Source: an optimization exercise on an open RTL-to-GDS flow (aim: a short achievable clock period and few clock cycles). Production flows keep margins and buffers that such runs may drop. No functional check of the RTL was part of this run. No activity file was given, so power comes from the tool's default toggle rates.

==> design/flow/design.v <==
`default_nettype none
package mips_pkg;
    typedef enum logic [5:0] {
        OP_RTYPE = 6'h00,
        OP_BEQ   = 6'h04,
        OP_ADDI  = 6'h08,
        OP_LW    = 6'h23,
        OP_SW    = 6'h2b
    } opcode_e;
    typedef enum logic [5:0] {
        FN_ADD = 6'h20,
        FN_SUB = 6'h22,
        FN_AND = 6'h24,
        FN_OR  = 6'h25,
        FN_SLT = 6'h2a
    } funct_e;
    typedef enum logic [2:0] {
        ALU_ADD = 3'd0,
        ALU_SUB = 3'd1,
        ALU_AND = 3'd2,
        ALU_OR  = 3'd3,
        ALU_SLT = 3'd4
    } alu_op_e;
    typedef enum logic [1:0] {
        FWD_RF  = 2'b00,
        FWD_WB  = 2'b01,
        FWD_MEM = 2'b10
    } fwd_sel_e;
    typedef struct packed {
        opcode_e                      opcode;
        logic [5-1:0]  rs;
        logic [5-1:0]  rt;
        logic [5-1:0]  rd;
        logic [4:0]                   shamt;
        funct_e                       funct;
    } r_fmt_t;
    typedef struct packed {
        opcode_e                      opcode;
        logic [5-1:0]  rs;
        logic [5-1:0]  rt;
        logic [15:0]                  imm;
    } i_fmt_t;
    typedef union packed {
        r_fmt_t r_fmt;
        i_fmt_t i_fmt;
    } instr_u;
    typedef struct packed {
        logic    reg_write;
        logic    mem_to_reg;
        logic    mem_write;
        logic    branch;
        logic    alu_src_imm;
        logic    reg_dst_rd;
        alu_op_e alu_op;
    } ctrl_t;
    typedef struct packed {
        instr_u                 instr;
        logic [$clog2(256)-1:0]  pc_next;
    } if_id_t;
    typedef struct packed {
        ctrl_t                        ctrl;
        logic [32-1:0]        rd1;
        logic [32-1:0]        rd2;
        logic [32-1:0]        imm;
        logic [5-1:0]  rs;
        logic [5-1:0]  rt;
        logic [5-1:0]  dst;
    } id_ex_t;
    typedef struct packed {
        logic                         reg_write;
        logic                         mem_to_reg;
        logic                         mem_write;
        logic [32-1:0]        alu_result;
        logic [32-1:0]        store_data;
        logic [5-1:0]  dst;
    } ex_mem_t;
    typedef struct packed {
        logic                         reg_write;
        logic                         mem_to_reg;
        logic [32-1:0]        alu_result;
        logic [32-1:0]        load_data;
        logic [5-1:0]  dst;
    } mem_wb_t;
    typedef struct packed {
        logic                   wr_en;
        logic                   rd_en;
        logic [32-1:0]  addr;
        logic [32-1:0]  wdata;
    } dmem_req_t;
endpackage
`default_nettype wire
`timescale 1ns/1ns
`default_nettype none
module hazard_unit (
    input  logic [5-1:0] rs_id
    ,input  logic [5-1:0] rt_id
    ,input  logic                        uses_rs_id
    ,input  logic                        uses_rt_id
    ,input  logic [5-1:0] dst_ex
    ,input  logic                        load_ex
    ,input  logic [5-1:0] dst_mem
    ,output logic                        stall
    ,output logic                        rs_from_mem
    ,output logic                        rs_from_wb
    ,output logic                        rt_from_mem
    ,output logic                        rt_from_wb
);
    logic rs_hits_ex;
    logic rt_hits_ex;
    logic rs_hits_mem;
    logic rt_hits_mem;
    assign rs_hits_ex  = (dst_ex  != '0) && (dst_ex  == rs_id);
    assign rt_hits_ex  = (dst_ex  != '0) && (dst_ex  == rt_id);
    assign rs_hits_mem = (dst_mem != '0) && (dst_mem == rs_id);
    assign rt_hits_mem = (dst_mem != '0) && (dst_mem == rt_id);
    assign stall = load_ex && ((uses_rs_id && rs_hits_ex) || (uses_rt_id && rt_hits_ex));
    assign rs_from_mem = rs_hits_ex;
    assign rs_from_wb  = !rs_hits_ex && rs_hits_mem;
    assign rt_from_mem = rt_hits_ex;
    assign rt_from_wb  = !rt_hits_ex && rt_hits_mem;
endmodule
`default_nettype wire
`timescale 1ns/1ns
`default_nettype none
module control_decoder (
    input  logic [31:0]                  instr,
    output logic                         is_alu,      
    output logic                         is_slt,
    output logic                         is_addi,
    output logic                         is_lw,
    output logic                         is_sw,
    output logic                         is_beq,
    output logic                         op_sub,      
    output logic                         op_and,
    output logic                         op_or,
    output logic                         uses_rs,
    output logic                         uses_rt,
    output logic [5-1:0]  dst          
);
    logic [5:0] opcode;
    logic [5:0] funct;
    logic       rtype;
    assign opcode = instr[31:26];
    assign funct  = instr[5:0];
    assign rtype  = (opcode == 6'h00);
    always_comb begin
        is_alu = 1'b0;
        is_slt = 1'b0;
        op_sub = 1'b0;
        op_and = 1'b0;
        op_or  = 1'b0;
        if (rtype) begin
            case (funct)
                6'h20: is_alu = 1'b1;
                6'h22: begin is_alu = 1'b1; op_sub = 1'b1; end
                6'h24: begin is_alu = 1'b1; op_and = 1'b1; end
                6'h25: begin is_alu = 1'b1; op_or  = 1'b1; end
                6'h2a: begin is_slt = 1'b1; op_sub = 1'b1; end
                default: ;
            endcase
        end
    end
    assign is_addi = (opcode == 6'h08);
    assign is_lw   = (opcode == 6'h23);
    assign is_sw   = (opcode == 6'h2b);
    assign is_beq  = (opcode == 6'h04);
    assign uses_rs = is_alu | is_slt | is_addi | is_lw | is_sw | is_beq;
    assign uses_rt = is_alu | is_slt | is_sw | is_beq;
    assign dst = (is_alu | is_slt) ? instr[15:11]
               : (is_addi | is_lw) ? instr[20:16]
               : '0;
endmodule
`default_nettype wire
`timescale 1ns/1ns
`default_nettype none
module register_file (
    input  logic                         clk,
    input  logic                         reset,
    input  logic [5-1:0]  rd_addr1,
    input  logic [5-1:0]  rd_addr2,
    output logic [32-1:0]        rd_data1,
    output logic [32-1:0]        rd_data2,
    input  logic                         wr_en,       
    input  logic [5-1:0]  wr_addr,
    input  logic [32-1:0]        wr_data
);
    logic [32-1:0] regs [1:32-1];
    always_ff @(posedge clk) begin
        if (reset) begin
            for (int i = 1; i < 32; i++)
                regs[i] <= '0;
        end else if (wr_en) begin
            regs[wr_addr] <= wr_data;
        end
    end
    logic [32-1:0] raw1;
    logic [32-1:0] raw2;
    assign raw1 = (rd_addr1 == '0) ? '0 : regs[rd_addr1];
    assign raw2 = (rd_addr2 == '0) ? '0 : regs[rd_addr2];
    assign rd_data1 = (wr_en && wr_addr == rd_addr1) ? wr_data : raw1;
    assign rd_data2 = (wr_en && wr_addr == rd_addr2) ? wr_data : raw2;
endmodule
`default_nettype wire
`timescale 1ns/1ns
`default_nettype none
module alu (
    input  logic                   op_sum,    
    input  logic                   op_sub,
    input  logic                   op_and,
    input  logic                   op_or,
    input  logic                   op_slt,
    input  logic [32-1:0]  a,
    input  logic [32-1:0]  b,
    output logic [32-1:0]  result,
    output logic [32-1:0]  sum
);
    logic set_lt;
    assign sum = op_sub ? (a - b) : (a + b);
    assign set_lt = (a[32-1] != b[32-1]) ? a[32-1] : sum[32-1];
    assign result = ({32{op_sum}} & sum)
                  | ({32{op_and}} & (a & b))
                  | ({32{op_or}}  & (a | b))
                  | {{(32-1){1'b0}}, op_slt & set_lt};
endmodule
`default_nettype wire
`timescale 1ns/1ns
`default_nettype none
module mips_core (
    input  logic                   clk,
    input  logic                   reset,
    output logic [$clog2(256)-1:0]  imem_addr,
    input  logic [32-1:0]  imem_data,
    output logic                   dmem_wr_en,
    output logic                   dmem_rd_en,
    output logic [32-1:0]  dmem_addr,
    output logic [32-1:0]  dmem_wdata,
    input  logic [32-1:0]  dmem_rdata,
    output logic                   wb_valid,
    output logic [5-1:0] wb_addr,
    output logic [32-1:0]  wb_data
);
    localparam int XLEN = 32;
    localparam int PCW  = $clog2(256);
    localparam int RAW  = 5;
    logic [PCW-1:0]  pc;
    logic [PCW-1:0]  pc_plus1;
    logic [XLEN-1:0] d_instr;
    logic [PCW-1:0]  d_pcn;         
    logic            e_op_sum;
    logic            e_op_sub;
    logic            e_op_and;
    logic            e_op_or;
    logic            e_op_slt;
    logic            e_load;
    logic            e_store;
    logic            e_br;          
    logic [PCW-1:0]  e_target;
    logic [RAW-1:0]  e_dst;
    logic [XLEN-1:0] e_a;           
    logic [XLEN-1:0] e_b;           
    logic [XLEN-1:0] e_t;           
    logic            e_a_mem;
    logic            e_a_wb;
    logic            e_b_mem;
    logic            e_b_wb;
    logic            e_t_mem;
    logic            e_t_wb;
    logic [XLEN-1:0] m_res;
    logic [XLEN-1:0] m_wdata;
    logic [RAW-1:0]  m_dst;
    logic            m_load;
    logic            m_store;
    logic [XLEN-1:0] w_res;
    logic [RAW-1:0]  w_dst;
    logic            w_valid;
    assign imem_addr = pc;
    assign pc_plus1  = pc + 1'b1;
    logic            d_alu, d_slt, d_addi, d_lw, d_sw, d_beq;
    logic            d_sub, d_and, d_or;
    logic            d_uses_rs, d_uses_rt;
    logic [RAW-1:0]  d_dst;
    logic [RAW-1:0]  d_rs;
    logic [RAW-1:0]  d_rt;
    logic [XLEN-1:0] d_imm;
    logic [PCW-1:0]  d_target;
    logic            d_taken;
    logic [XLEN-1:0] rf_rd1;
    logic [XLEN-1:0] rf_rd2;
    logic            stall;
    logic            rs_from_mem, rs_from_wb, rt_from_mem, rt_from_wb;
    logic            mispredict;
    assign d_rs  = d_instr[25:21];
    assign d_rt  = d_instr[20:16];
    assign d_imm = {{(XLEN-16){d_instr[15]}}, d_instr[15:0]};
    control_decoder i_control_decoder (
        .instr   (d_instr),
        .is_alu  (d_alu),
        .is_slt  (d_slt),
        .is_addi (d_addi),
        .is_lw   (d_lw),
        .is_sw   (d_sw),
        .is_beq  (d_beq),
        .op_sub  (d_sub),
        .op_and  (d_and),
        .op_or   (d_or),
        .uses_rs (d_uses_rs),
        .uses_rt (d_uses_rt),
        .dst     (d_dst)
    );
    register_file i_register_file (
        .clk      (clk),
        .reset    (reset),
        .rd_addr1 (d_rs),
        .rd_addr2 (d_rt),
        .rd_data1 (rf_rd1),
        .rd_data2 (rf_rd2),
        .wr_en    (w_valid),
        .wr_addr  (w_dst),
        .wr_data  (w_res)
    );
    hazard_unit i_hazard_unit (
        .rs_id       (d_rs),
        .rt_id       (d_rt),
        .uses_rs_id  (d_uses_rs),
        .uses_rt_id  (d_uses_rt),
        .dst_ex      (e_dst),
        .load_ex     (e_load),
        .dst_mem     (m_dst),
        .stall       (stall),
        .rs_from_mem (rs_from_mem),
        .rs_from_wb  (rs_from_wb),
        .rt_from_mem (rt_from_mem),
        .rt_from_wb  (rt_from_wb)
    );
    assign d_target = d_pcn + d_instr[PCW-1:0];
    assign d_taken  = d_beq && (d_rs == d_rt);
    always_ff @(posedge clk) begin
        if (reset)
            pc <= '0;
        else if (mispredict)
            pc <= e_target;
        else if (!stall)
            pc <= d_taken ? d_target : pc_plus1;
    end
    always_ff @(posedge clk) begin
        if (reset || mispredict) begin
            d_instr <= '0;
        end else if (!stall) begin
            d_instr <= imem_data;
            d_pcn   <= pc_plus1;
        end
    end
    logic d_imm_b;
    assign d_imm_b = d_addi | d_lw | d_sw;
    always_ff @(posedge clk) begin
        if (reset || stall) begin
            e_op_sum <= 1'b0;
            e_op_sub <= 1'b0;
            e_op_and <= 1'b0;
            e_op_or  <= 1'b0;
            e_op_slt <= 1'b0;
            e_load   <= 1'b0;
            e_store  <= 1'b0;
            e_br     <= 1'b0;
            e_dst    <= '0;
        end else begin
            e_op_sum <= (d_alu & ~d_and & ~d_or) | d_imm_b;
            e_op_sub <= d_sub;
            e_op_and <= d_and;
            e_op_or  <= d_or;
            e_op_slt <= d_slt;
            e_load   <= d_lw;
            e_store  <= d_sw;
            e_br     <= d_beq & ~d_taken;
            e_dst    <= d_dst;
        end
    end
    always_ff @(posedge clk) begin
        e_target <= d_target;
        e_a      <= rf_rd1;
        e_b      <= d_imm_b ? d_imm : rf_rd2;
        e_t      <= rf_rd2;
        e_a_mem  <= rs_from_mem;
        e_a_wb   <= rs_from_wb;
        e_b_mem  <= rt_from_mem & ~d_imm_b;
        e_b_wb   <= rt_from_wb  & ~d_imm_b;
        e_t_mem  <= rt_from_mem;
        e_t_wb   <= rt_from_wb;
    end
    logic [XLEN-1:0] x_a;
    logic [XLEN-1:0] x_b;
    logic [XLEN-1:0] x_t;
    logic [XLEN-1:0] alu_result;
    logic [XLEN-1:0] alu_sum;
    assign x_a = e_a_mem ? m_res : e_a_wb ? w_res : e_a;
    assign x_b = e_b_mem ? m_res : e_b_wb ? w_res : e_b;
    assign x_t = e_t_mem ? m_res : e_t_wb ? w_res : e_t;
    alu i_alu (
        .op_sum (e_op_sum),
        .op_sub (e_op_sub),
        .op_and (e_op_and),
        .op_or  (e_op_or),
        .op_slt (e_op_slt),
        .a      (x_a),
        .b      (x_b),
        .result (alu_result),
        .sum    (alu_sum)
    );
    assign mispredict = e_br && (x_a == x_t);
    always_ff @(posedge clk) begin
        if (reset) begin
            m_load  <= 1'b0;
            m_store <= 1'b0;
            m_dst   <= '0;
        end else begin
            m_load  <= e_load;
            m_store <= e_store;
            m_dst   <= e_dst;
        end
    end
    always_ff @(posedge clk) begin
        m_res   <= alu_result;
        m_wdata <= x_t;
    end
    assign dmem_wr_en = m_store;
    assign dmem_rd_en = m_load;
    assign dmem_addr  = m_res >> 2;
    assign dmem_wdata = m_wdata;
    always_ff @(posedge clk) begin
        if (reset) begin
            w_valid <= 1'b0;
            w_dst   <= '0;
        end else begin
            w_valid <= (m_dst != '0);
            w_dst   <= m_dst;
        end
    end
    always_ff @(posedge clk) begin
        w_res <= m_load ? dmem_rdata : m_res;
    end
    assign wb_valid = w_valid;
    assign wb_addr  = w_dst;
    assign wb_data  = w_res;
endmodule
`default_nettype wire
==> design/flow/run.sh <==
#!/bin/bash
# synth_recipe.tcl (not shown) runs the flow's synth.tcl, then flattens the netlist and writes it again
# the make line also repeats each setting of config.mk as NAME=value (left out here)
make -C /OpenROAD-flow-scripts/flow DESIGN_CONFIG=/design/flow/config.mk WORK_HOME=/design/flow/orfs CLKGATE_MAP_FILE= SYNTH_SCRIPT=/design/flow/synth_recipe.tcl finish
==> design/flow/config.mk <==
export PLATFORM = sky130hd
export DESIGN_NAME = mips_core
export DESIGN_NICKNAME = mips_core
export VERILOG_FILES = /design/flow/design.v
export SDC_FILE = /design/flow/constraint.sdc
export NUM_CORES = 4
export LEC_CHECK = 0
export ABC_CLOCK_PERIOD_IN_PS = 2500
export CAP_MARGIN = 20
export CORE_MARGIN = 2
export CORE_UTILIZATION = 40
export SETUP_SLACK_MARGIN = 4
export SLEW_MARGIN = 20
export TNS_END_PERCENT = 100
==> design/flow/constraint.sdc <==
create_clock -name core_clock -period 7.0 [get_ports {clk}]
set_input_delay 1.4000 -clock core_clock [delete_from_list [all_inputs] [get_ports {clk}]]
set_output_delay 1.4000 -clock core_clock [all_outputs]
set_load 0.01 [all_outputs]
==> metrics.md <==
| Metric | Value |
|---|---|
| Drt drc | `0` |
| Remaining global-route overflow | `0` |
| Skew final | `0.03484 ns` |
| Final Hold Fails | `0` |
| Yosys reg bits | `1314` |
| RSZ-0062 raised after global routing | `true` |
| Nets | `5287` |
| Yosys top cell by area | `edfxtp_1` |
| Final Cycle Share | `63.36%` |
| Critical path peak fanout | `6` |
| Later-pin clock latency in the skew report | `0.82 ns` |
| Largest net degree at the start of global routing | `82` |
| Layout Cells excl Fill | `7607` |
| P&R area growth vs syn | `23.88%` |
| Synth warn | `3` |
| Vias/cell | `6.090` |
| Asr flop ratio synth | `0%` |
| Final HPWL DP | `134400 um` |
| Final min period | `4.435 ns` |
| Net Switching | `0.005458 W` |
| Final ANT Viol Nets | `0` |
| Clk sinks | `1314` |
| Pwr/cell area | `238.0 mW/mm^2` |
| WS Path Type | `flop to flop` |
| Area contributors post-synth | `edfxtp_1, mux4_2, and2_1, dfxtp_1, mux2i_1` |
| Placed cell count | `6956` |
| Maximum VDD drop | `0.2347 mV` |
| Root Driver | `clkbuf_16` |
| Relative slew slack | `18.58%` |
| WL final | `259500 um` |
| HP Class | `flop to flop` |
| Data arrival, critical path | `5.12 ns` |
| Row cnt | `152` |
| Clock tree from TritonCTS | `built` |
| H-tree depth | `4` |
| Gate count of the mapped netlist | `4863` |
| 1st-iter DRT viols | `6449` |
| CORE AREA | `0.1714 sq mm` |
| Vias | `46.33k` |
| Synth top cells by count | `edfxtp_1, and2_1, mux4_2` |
| Leakage power | `30.58 nW` |
| Synth top area share | `45.02%` |
| Clk buf depth | `3` |
| Layout cells sized above 1 | `34.31%` |
| Die ar. | `0.1754 sq mm` |
| Netlist Area Pre-Place | `0.06884 sq mm` |
| Vert. Die Dim | `418.9 um` |
| RD Place Congestion | `0.8826` |
| Post-synthesis sequential area ratio | `53.22%` |
| Initial antenna violation count | `22` |
| Vias in the first global route | `45.81k` |
| Critical path cell sequence | `buf_12, mux2_4, mux2i_4, ha_4, nand4_1, buf_4, nor3_4, a31oi_1, xnor2_1, ha_2, a21o_1, and3_1, o31ai_4, a21o_1, o21ai_2, xnor2_2, mux2_4, a221o_1` |
| Port Buffer Count | `175` |
| Most common cell in the netlist | `edfxtp_1` |
| Max incr delay on CP | `0.39 ns` |
| Data required, critical path | `7.69 ns` |
| FMAX | `0.2255 GHz` |
| Initial Utilization | `40.18%` |
| Status | `finished clean` |
| Synth Flop Type | `edfxtp_1` |
| Fin Setup TNS | `0 ns` |
| Clk pwr share | `38.5%` |
| Post-Syn Area per Cell | `14.16 sq um` |
| Post-synth EDFFs | `1032` |
| Distinct cells, synth | `75` |
| Worst-path clk slew | `0.06 ns` |
| Filler cells | `14.22k` |
| Max-Cap Viols | `0` |
| Reg area | `0.03691 sq mm` |
| GRT Total Usage | `29.18%` |
| Boundary pin count | `178` |
| Drt wl/cell | `34.11 um` |
| Sequential share of power | `44.1%` |
| Area occupied by multi-input gates | `0.03192 sq mm` |
| Pint | `0.01483 W` |
| Number of setup violations in the final report | `0` |
| Width of the die | `418.9 um` |
| Logic pwr share | `17.4%` |
| Critical Path Start Type | `flop` |
| Final slew viol count | `0` |
| Worst path slowest cell | `dfxtp_4` |
| Sw frac | `26.90%` |
| Least-Margin Pin Slew | `1.221 ns` |
| CTS buffer count | `143` |
| Worst setup EP type | `flop` |
| First-pass GRT wire length | `355800 um` |
| 1st-pass router iterations | `6` |
power groups by stage:
stage	clock network (W)	logic, W	registers [W]
global route	0.00814	0.00365	0.00899
global placement	0	0.00259	0.00914
CTS	0.00785	0.00322	0.00896
detailed placement	0	0.00259	0.00915
floorplan	0	0.00174	0.00903
finish	0.00781	0.00353	0.00896
flip-flops by register name, indices dropped and copies added, names as in the netlist, 5 cells and up, named ones only:
| signal | flops |
|---|---|
| d_pcn | 8 |
| d_instr | 32 |
| e_a | 32 |
| m_wdata | 32 |
| m_res | 32 |
| e_dst | 5 |
| w_dst | 5 |
| e_t | 32 |
| e_target | 8 |
| w_res | 32 |
| pc | 8 |
| e_b | 32 |
| i_register_file.regs | 1024 |
| m_dst | 5 |
path summary, 6_finish.rpt:
check / from / end / slack (ns) / cells past startpoint
max: e_b_wb / m_res[0] / 2.56 / 18
min reg2reg: e_store / m_store / 0.45 / 1
max reg2reg: e_b_wb / m_res[0] / 2.56 / 18
min: e_store / m_store / 0.45 / 1
timing repair:
| action | CTS | global route |
|---|---|---|
| pin swaps | 73 | 54 |
| cloned | 65 | 6 |
| hold buffers | 0 | 0 |
| setup buffers | 261 | 52 |
| resized for setup | 770 | 164 |
| endpoints found under the setup margin | 1730 | 510 |
kinds of logic after synthesis:
logic type               count (synthesis)  synth area share (%)
AO/OA/AOI/OAI                          384                 3.290
buffers and inverters                  558                 3.282
other                                    1              0.005447
AND/OR/NAND/NOR                       1514                 12.52
XOR/XNOR                               137                 1.743
multiplexers                           909                 25.09
adder cells (fa/ha/maj)                 46                0.8579
flip-flops                            1314                 53.22
cell type report:
type	count	area share, %
inverter	55	0.2421
timing repair buffer	642	10.11
clock inverter	71	0.9331
tap	2310	3.389
sequential	1314	43.28
clock buffer	189	4.605
multi-input combinational	3019	37.43
antenna	7	0.02054
worst max-delay path, delay by kind of cell (launching register included):
kind / cells / cell delay, ns
flip-flops: 1 / 0.39
XOR/XNOR: 2 / 0.45
AND/OR/NAND/NOR: 3 / 0.51
AO/OA/AOI/OAI: 6 / 1.30
multiplexers: 3 / 0.79
buffers and inverters: 2 / 0.34
adder cells (fa/ha/maj): 2 / 0.54
cells in the final DEF, fill, tap and decap left out, drive strengths merged, types with 44 or more instances in the layout:
master,instances
edfxtp,1032
and2,997
mux4,640
buf,462
dfxtp,282
nand2,213
clkbuf,197
mux2i,182
o21ai,154
nor2,129
a21oi,118
mux2,87
dlygate4sd2,80
xnor2,78
clkdlybuf4s50,64
inv,62
or2,60
xor2,59
ha,44
clkinv,44
routing by layer:
metal	global-route usage, %	routed length (um)	vias to the layer above
li1	-	-	18900
met2	47.54	123100	2675
met1	37.59	96590	24180
met5	0	13	-
met3	5.649	25890	566
met4	13.80	13960	2
per-stage QoR:
step                instance area (sq um)  hold WS [ns]  setup slack [ns]  total power, W  util (%)
finish                              85280        0.4539             2.565         0.02029     49.77
detailed placement                  73000        0.4460             1.716         0.01175     42.60
global placement                    73000        0.4371             1.771         0.01173     42.60
CTS                                 83940        0.4607             2.700         0.02003     48.99
floorplan                           69220        0.4138             2.871         0.01077         -
global route                        85270        0.4678             2.484         0.02078     49.76

afterwards: timing with drivers on the ports:
Ports are ideal in the flow. The routed layout listed here was re-timed in OpenROAD.
Step 1: set_driving_cell puts a clkbuf_16 on clk and a buf_2 on each other input, an assumption about the parent block.
Step 2 adds t to the input delays and takes it off the output delays; t is the mean of the earliest and latest rising clock arrival at the registers after step 1. Input paths then give back, and output paths get back, about the clock's delay inside the block.
a / b / c = ideal ports / drivers / drivers and shift; a / b = the first two.
t (ns): 0.893
setup slack, ns: 2.565 / 2.565 / 2.565
hold WS [ns]: 0.454 / 0.454 / 0.454
After both steps this run still meets setup and hold. For this run, drivers alone change the setup slack by 0.000 ns; drivers and shift together by 0.000 ns.
